What follows belongs to an exercise in optimizing a design on an open flow for small area, a short achievable clock period and few clock cycles per item; a production flow would make more cautious choices. In this exercise RTL edits were held to simulation tests only and were not proved equivalent to the original. Power figures rest on the tool's default switching activity, not on a simulated workload.

--- flow/run.sh ---
#!/bin/bash
# synth_recipe.tcl (not shown) runs the flow's synth.tcl, then flattens the netlist and writes it again
# the make line also repeats each setting of config.mk as NAME=value (left out here)
make -C /OpenROAD-flow-scripts/flow DESIGN_CONFIG=/design/flow/config.mk WORK_HOME=/design/flow/orfs CLKGATE_MAP_FILE= SYNTH_SCRIPT=/design/flow/synth_recipe.tcl finish
--- flow/config.mk ---
export PLATFORM = sky130hd
export DESIGN_NAME = alu_core
export DESIGN_NICKNAME = alu_core
export VERILOG_FILES = /design/flow/design.v
export SDC_FILE = /design/flow/constraint.sdc
export NUM_CORES = 4
export LEC_CHECK = 0
export CAP_MARGIN = 20
export CORE_MARGIN = 2
export CORE_UTILIZATION = 40
export PLACE_DENSITY = 0.6
export SLEW_MARGIN = 20
--- flow/constraint.sdc ---
create_clock -name core_clock -period 6.0 [get_ports {clk}]
set_input_delay 1.2000 -clock core_clock [delete_from_list [all_inputs] [get_ports {clk}]]
set_output_delay 1.2000 -clock core_clock [all_outputs]
set_load 0.01 [all_outputs]
--- flow/design.v ---
`timescale 1ns/1ps
module fetch_decode #(
    parameter logic [31:0] RESET_PC = 32'h0000_0060
) (
    input  logic        clk,
    input  logic        rst,
    output logic [31:0] pc,
    output logic        inst_read,
    input  logic [31:0] inst_rdata,
    input  logic        inst_resp,
    output logic        rr_valid,
    output logic [4:0]  rr_rd,
    output logic [4:0]  rr_rs1,
    output logic [4:0]  rr_rs2,
    output logic        rr_fwd1,
    output logic        rr_fwd2,
    output logic [31:0] rr_imm,
    output logic [9:0]  rr_ctl
);
    localparam logic [6:0] OP     = 7'b0110011;
    localparam logic [6:0] OP_IMM = 7'b0010011;
    localparam logic [6:0] LUI    = 7'b0110111;
    logic        fetch_en;
    logic [29:0] pc_q;
    logic        fetch_fire;
    logic [31:0] w;
    logic        is_op;
    logic        is_opi;
    logic        is_lui;
    logic [2:0]  f3;
    logic [4:0]  rd;
    logic [4:0]  rs1;
    logic [4:0]  rs2;
    logic        kept;
    logic [31:0] imm;
    logic [9:0]  ctl;
    assign pc         = {pc_q, 2'b00};
    assign inst_read  = fetch_en;
    assign fetch_fire = fetch_en & inst_resp;
    always_ff @(posedge clk) begin
        if (rst) begin
            fetch_en <= 1'b0;
            pc_q     <= RESET_PC[31:2];
        end else begin
            fetch_en <= 1'b1;
            if (fetch_fire) begin
                pc_q <= pc_q + 30'd1;
            end
        end
    end
    assign w      = inst_rdata;
    assign is_op  = w[6:0] == OP;
    assign is_opi = w[6:0] == OP_IMM;
    assign is_lui = w[6:0] == LUI;
    assign f3     = w[14:12];
    assign rd     = w[11:7];
    assign rs1    = (is_op | is_opi) ? w[19:15] : 5'd0;
    assign rs2    = is_op ? w[24:20] : 5'd0;
    assign kept   = (is_op | is_opi | is_lui) & (rd != 5'd0);
    always_comb begin
        imm = 32'd0;
        if (is_opi) imm = {{20{w[31]}}, w[31:20]};
        if (is_lui) imm = {w[31:12], 12'b0};
    end
    always_comb begin
        ctl = 10'd0;
        if (is_lui) begin
            ctl[1] = 1'b1;
        end else begin
            case (f3)
                3'b000: begin
                    ctl[1] = 1'b1;
                    ctl[0] = is_op & w[30];
                end
                3'b001: ctl[7] = 1'b1;
                3'b010: begin
                    ctl[2] = 1'b1;
                    ctl[0] = 1'b1;
                end
                3'b011: begin
                    ctl[3] = 1'b1;
                    ctl[0] = 1'b1;
                end
                3'b100: ctl[4] = 1'b1;
                3'b101: begin
                    ctl[8] = 1'b1;
                    ctl[9] = w[30];
                end
                3'b110: ctl[5] = 1'b1;
                default: ctl[6] = 1'b1;
            endcase
        end
    end
    always_ff @(posedge clk) begin
        if (rst) begin
            rr_valid <= 1'b0;
        end else begin
            rr_valid <= fetch_fire & kept;
        end
    end
    always_ff @(posedge clk) begin
        rr_rd   <= rd;
        rr_rs1  <= rs1;
        rr_rs2  <= rs2;
        rr_fwd1 <= rr_valid & (rs1 == rr_rd);
        rr_fwd2 <= rr_valid & (rs2 == rr_rd);
        rr_imm  <= imm;
        rr_ctl  <= ctl;
    end
endmodule
`timescale 1ns/1ps
module regfile (
    input  logic        clk,
    input  logic [4:0]  rs1,
    input  logic [4:0]  rs2,
    output logic [31:0] rs1_data,
    output logic [31:0] rs2_data,
    input  logic        we,
    input  logic [4:0]  wr_rd,
    input  logic [31:0] wr_data
);
    logic [31:0] regs [1:31];
    always_comb begin
        rs1_data = '0;
        rs2_data = '0;
        for (int i = 1; i < 32; i++) begin
            rs1_data = rs1_data | (regs[i] & {32{rs1 == 5'(i)}});
            rs2_data = rs2_data | (regs[i] & {32{rs2 == 5'(i)}});
        end
    end
    for (genvar i = 1; i < 32; i++) begin : g_reg
        always_ff @(posedge clk) begin
            if (we && wr_rd == 5'(i)) begin
                regs[i] <= wr_data;
            end
        end
    end
endmodule
`timescale 1ns/1ps
module alu_exec (
    input  logic [9:0]  ctl,
    input  logic [31:0] opr1,
    input  logic [31:0] opr2,
    output logic [31:0] res
);
    logic        sub;
    logic [31:0] b;
    logic [33:0] sum_w;
    logic [31:0] sum;
    logic        lt_u;
    logic        lt_s;
    logic [31:0] sll;
    logic [32:0] sr_w;
    logic [4:0]  shamt;
    assign sub   = ctl[0];
    assign b     = opr2 ^ {32{sub}};
    assign sum_w = {1'b0, opr1, 1'b1} + {1'b0, b, sub};
    assign sum   = sum_w[32:1];
    assign lt_u  = ~sum_w[33];
    assign lt_s  = lt_u ^ opr1[31] ^ opr2[31];
    assign shamt = opr2[4:0];
    assign sll   = opr1 << shamt;
    assign sr_w  = $signed({ctl[9] & opr1[31], opr1}) >>> shamt;
    assign res = ({32{ctl[1]}} & sum)
               | {31'd0, (ctl[2] & lt_s) | (ctl[3] & lt_u)}
               | ({32{ctl[4]}} & (opr1 ^ opr2))
               | ({32{ctl[5]}} & (opr1 | opr2))
               | ({32{ctl[6]}} & (opr1 & opr2))
               | ({32{ctl[7]}} & sll)
               | ({32{ctl[8]}} & sr_w[31:0]);
endmodule
`timescale 1ns/1ps
module alu_core (
    input  logic        clk,
    input  logic        rst,
    output logic [31:0] pc,
    output logic        inst_read,
    input  logic [31:0] inst_rdata,
    input  logic        inst_resp,
    output logic        wb_valid,
    output logic [4:0]  wb_rd,
    output logic [31:0] wb_data
);
    logic        rr_valid;
    logic [4:0]  rr_rd;
    logic [4:0]  rr_rs1;
    logic [4:0]  rr_rs2;
    logic        rr_fwd1;
    logic        rr_fwd2;
    logic [31:0] rr_imm;
    logic [9:0]  rr_ctl;
    logic        ex_valid;
    logic [4:0]  ex_rd;
    logic [9:0]  ex_ctl;
    logic [31:0] ex_opr1;
    logic [31:0] ex_opr2;
    logic [31:0] ex_res;
    logic [31:0] rs1_data;
    logic [31:0] rs2_data;
    fetch_decode i_fetch_decode (
        .clk        (clk),
        .rst        (rst),
        .pc         (pc),
        .inst_read  (inst_read),
        .inst_rdata (inst_rdata),
        .inst_resp  (inst_resp),
        .rr_valid   (rr_valid),
        .rr_rd      (rr_rd),
        .rr_rs1     (rr_rs1),
        .rr_rs2     (rr_rs2),
        .rr_fwd1    (rr_fwd1),
        .rr_fwd2    (rr_fwd2),
        .rr_imm     (rr_imm),
        .rr_ctl     (rr_ctl)
    );
    regfile i_regfile (
        .clk      (clk),
        .rs1      (rr_rs1),
        .rs2      (rr_rs2),
        .rs1_data (rs1_data),
        .rs2_data (rs2_data),
        .we       (ex_valid & ~rst),
        .wr_rd    (ex_rd),
        .wr_data  (ex_res)
    );
    always_ff @(posedge clk) begin
        if (rst) begin
            ex_valid <= 1'b0;
        end else begin
            ex_valid <= rr_valid;
        end
    end
    always_ff @(posedge clk) begin
        ex_rd   <= rr_rd;
        ex_ctl  <= rr_ctl;
        ex_opr1 <= rr_fwd1 ? ex_res : rs1_data;
        ex_opr2 <= rr_fwd2 ? ex_res : (rs2_data | rr_imm);
    end
    alu_exec i_alu_exec (
        .ctl  (ex_ctl),
        .opr1 (ex_opr1),
        .opr2 (ex_opr2),
        .res  (ex_res)
    );
    always_ff @(posedge clk) begin
        if (rst) begin
            wb_valid <= 1'b0;
        end else begin
            wb_valid <= ex_valid;
        end
    end
    always_ff @(posedge clk) begin
        wb_rd   <= ex_rd;
        wb_data <= ex_res;
    end
endmodule
==> notes.md <==
[cells in the mapped netlist (10+ instances only)]
cell type | count | area share (%)
a211oi_1 | 49 | 0.67
a21o_1 | 34 | 0.47
a21oi_1 | 196 | 1.8
a221oi_1 | 172 | 2.8
a22o_1 | 159 | 2.6
a22oi_1 | 657 | 9.0
and2_1 | 22 | 0.25
and3_1 | 15 | 0.17
buf_1 | 52 | 0.36
buf_2 | 13 | 0.12
buf_4 | 10 | 0.14
clkbuf_1 | 231 | 1.6
dfxtp_1 | 209 | 7.7
edfxtp_1 | 992 | 55
ha_1 | 98 | 2.2
inv_1 | 106 | 0.73
mux2_2 | 32 | 0.66
mux2i_1 | 45 | 0.83
mux4_2 | 47 | 1.9
nand2_1 | 156 | 1.1
nand2b_1 | 16 | 0.18
nand3_1 | 86 | 0.79
nand4_1 | 189 | 2.2
nor2_1 | 212 | 1.5
nor3_1 | 41 | 0.38
nor4_1 | 40 | 0.46
o211ai_1 | 24 | 0.33
o21a_1 | 11 | 0.15
o21ai_0 | 102 | 0.94
xnor2_1 | 24 | 0.39
xor2_1 | 62 | 1.0
[kinds of logic (layout without fill, tap and decap cells)]
group | count (synthesis) | count (layout) | share of synthesized area, %
AND/OR/NAND/NOR | 835 | 835 | 7.71
other | 1 | 16 | 0.00688
AO/OA/AOI/OAI | 1480 | 1480 | 20.0
flip-flops | 1201 | 1201 | 62.3
multiplexers | 124 | 124 | 3.43
XOR/XNOR | 86 | 86 | 1.38
buffers and inverters | 414 | 621 | 2.95
adder cells (fa/ha/maj) | 98 | 98 | 2.25
[stage by stage]
step                      hold slack [ns]  util (%)  power [mW]  area (µm²)  instances
final                               0.327      46.7        17.8       63300       6242
after global routing                0.339      46.7        18.2       63300       6230
after CTS                           0.327      46.6        17.8       63200       6223
after detailed placement            0.312      43.4        9.73       58800       5992
after global placement              0.311      43.4        9.73       58800       5991
after floorplan                     0.310         -        9.48       54500       4240
[state kept, by name (all words and copies together), names as in the netlist]
| signal | count |
|---|---|
| i_fetch_decode.rr_fwd2 | 1 |
| i_fetch_decode.pc_q | 30 |
| wb_data | 32 |
| ex_ctl | 10 |
| ex_opr2 | 32 |
| i_fetch_decode.rr_rd | 5 |
| i_fetch_decode.rr_rs1 | 5 |
| i_fetch_decode.rr_imm | 32 |
| wb_valid | 1 |
| wb_rd | 5 |
| ex_valid | 1 |
| i_fetch_decode.rr_ctl | 10 |
| i_fetch_decode.rr_rs2 | 5 |
| i_fetch_decode.rr_fwd1 | 1 |
| ex_rd | 5 |
| i_fetch_decode.fetch_en | 1 |
| ex_opr1 | 32 |
| i_regfile.regs | 992 |
| i_fetch_decode.rr_valid | 1 |
[worst max-delay path: cells and delay by family, from the launching register on]
kind | cells | cell delay, ns
buf+inv | 2 | 1.12
xor+xnor | 1 | 0.18
compound gates | 4 | 1.62
mux | 1 | 0.16
simple gates | 1 | 0.80
fa+ha+maj | 1 | 0.34
flops | 1 | 0.82
[placed cells by master, fill, tap and decap left out, drive strengths merged, types with 62 or more instances in the layout]
master,count
o21ai,102
nand3,86
buf,177
a22oi,657
nand4,189
a221oi,173
a22o,159
dfxtp,209
clkdlybuf4s50,103
edfxtp,992
nand2,156
a21oi,197
xor2,62
ha,98
clkbuf,161
nor2,212
inv,111
[path summary, 6_finish.rpt]
check,startpoint,to,slack (ns),depth (start not counted)
max,ex_ctl[0],i_regfile.regs[27][28],0.48,10
min,i_fetch_decode.rr_ctl[4],ex_ctl[4],0.33,0
max reg2reg,ex_ctl[0],i_regfile.regs[27][28],0.48,10
min reg2reg,i_fetch_decode.rr_ctl[4],ex_ctl[4],0.33,0
[layer usage]
layer / wire length (µm) / track usage (%)
met1: 93700 / 47.5
met5: 467 / 2.57
met3: 49500 / 18.0
met2: 109000 / 52.8
met4: 25200 / 25.8
[power by group]
group	internal, mW	switching (mW)	leakage (nW)	total [mW]
clock network	4.77	3.50	2.08	8.28
registers	9.03	0.0536	10.8	9.08
logic	0.147	0.344	8.13	0.491
[final cells by class]
| type | instances | area [µm²] | share of cell area, % |
|---|---|---|---|
| Sequential cell | 1201 | 34000 | 53.7 |
| Multi-Input combinational cell | 2625 | 19700 | 31.2 |
| Clock buffer | 159 | 3300 | 5.22 |
| Timing Repair Buffer | 282 | 2560 | 4.04 |
| Tap cell | 1781 | 2230 | 3.52 |
| Clock inverter | 72 | 1050 | 1.65 |
| Inverter | 108 | 405 | 0.641 |
| Antenna cell | 14 | 35.0 | 0.0554 |
==> impl_metrics.py <==
metrics = {
    "critical_path": {
        "path_class": "flop to flop",
        "crit_arrival_ns": 5.82,
        "crit_fanout": 32,
        "startpoint_type": "flop",
        "slowest_delay_ns": 0.86,
        "crit_chain": "buf_4 > xor2_1 > ha_1 > a31oi_1 > o22ai_1 > nor4_1 > o21bai_1 > mux2i_1 > a21oi_1 > inv_1",
        "end_kind": "flop",
        "cpMaxStageDelayCell": "a21oi_1",
        "required_ns": 6.30,
    },
    "sta": {
        "tns_ns": 0,
        "fin_crit_sh_pct": 92.0,
        "fin_worst_skew_ns": 0.0507,
        "fin_ws_ns": 0.482,
        "setup_viol": 0,
        "hold_viol": 0,
        "max_clock_freq_mhz": 181,
        "final.min_clock_period_ns": 5.52,
        "rsz0062_at_grt": "no",
        "tightest_slew_ns": 1.39,
        "relSlewSlack_pct": 7.20,
        "slew_violations": 0,
    },
    "global_routing": {
        "grt_usage_pct": 38.4,
        "grt_pass1_wl_mm": 370,
        "grt_max_degree": 95,
        "antenna_found_initial": 18,
        "grt_pass1_vias": 44000,
        "grt-ovfl-total": 0,
    },
    "detailed_routing": {
        "ant_nets": 0,
        "wl_per_cell_um": 44.5,
        "vias": 47800,
        "routed_via_density": 7.65,
        "drc_errors": 0,
        "wl_mm": 278,
        "first_iter_violations": 10500,
        "firstDrtPassIters": 12,
    },
    "clock_tree": {
        "postCtsResizedCells": 0,
        "cts_tree": "done",
        "clock_tree.buffer_depth": 3,
        "h-tree-depth": 3,
        "clk_pin_slew_ns": 0.06,
        "clkLatencyLatePin_ns": 0.78,
        "root_buffer": "clkbuf_16",
        "post_cts_buffers": 0,
        "hold_buffers": 0,
        "clock_sinks": 1201,
        "cts_made_buffers": 121,
    },
    "floorplanning": {
        "core_um2": 135000,
        "row_count": 135,
        "num_io_pins": 106,
        "die_h_um": 373,
        "die-area_um2": 139000,
        "start_util_pct": 40.3,
        "die_w_um": 373,
    },
    "cells_and_area": {
        "nets": 4472,
        "area_growth_pct": 16.1,
        "drive_gt1_share_pct": 13.1,
        "n_fill_cell": 11900,
    },
    "yosys": {
        "yosysWarnings": 4,
        "synthArstFlopShare_pct": 0,
        "synth-seq-area-share_pct": 62.3,
        "netlist_area_um2": 54500,
        "synth_flop_cell": "edfxtp_1",
        "syn_avg_cell_area_um2": 12.9,
        "synth-seq-cells": 1201,
        "ys_types": 73,
        "synth_edf_count": 992,
        "syn_inst": 4239,
    },
    "placed_design": {
        "io_buffers": 103,
        "place_ws_ns": 0.657,
        "dp_hpwl_mm": 166,
        "routabilityCongestion": 1.02,
    },
    "status": {
        "status": "finished clean",
    },
    "run": {
        "drv_cap": 0,
    },
    "min_path": {
        "hp-class": "flop to flop",
    },
    "power_and_ir_drop": {
        "powerDensity_nw_per_um2": 282,
        "ir_drop_uv": 271,
        "p_leak_nw": 21.1,
    },
}
Testbench counts, summed over its fixed seeds: cycles 4,832, items 4,136.

-- re-timing with driven ports --
How much do the figures lean on ideal ports? The routed layout below was timed once more, with nothing changed but the port constraints.
Step 1 (the two cells are an assumption about what drives the block):
set clk [get_ports {clk}]
set_driving_cell -lib_cell sky130_fd_sc_hd__clkbuf_16 $clk
set_driving_cell -lib_cell sky130_fd_sc_hd__buf_2 [delete_from_list [all_inputs] $clk]
Step 2, shift: input delay + t, output delay - t, t = (earliest + latest rising clock arrival at the registers) / 2. This alone moves slack from input paths to output paths.
Slacks: no drivers / after step 1 / after step 2; pairs: no drivers / after step 1.
shift t [ns]: 0.827
slack for setup (ns): 0.482 / 0.482 / 0.482
slew at the worst register clock pin (ns): 0.07 / 0.07
After both steps this run still meets setup and hold. The setup slack of this run moves by 0.000 ns with the drivers and by 0.000 ns with both steps.
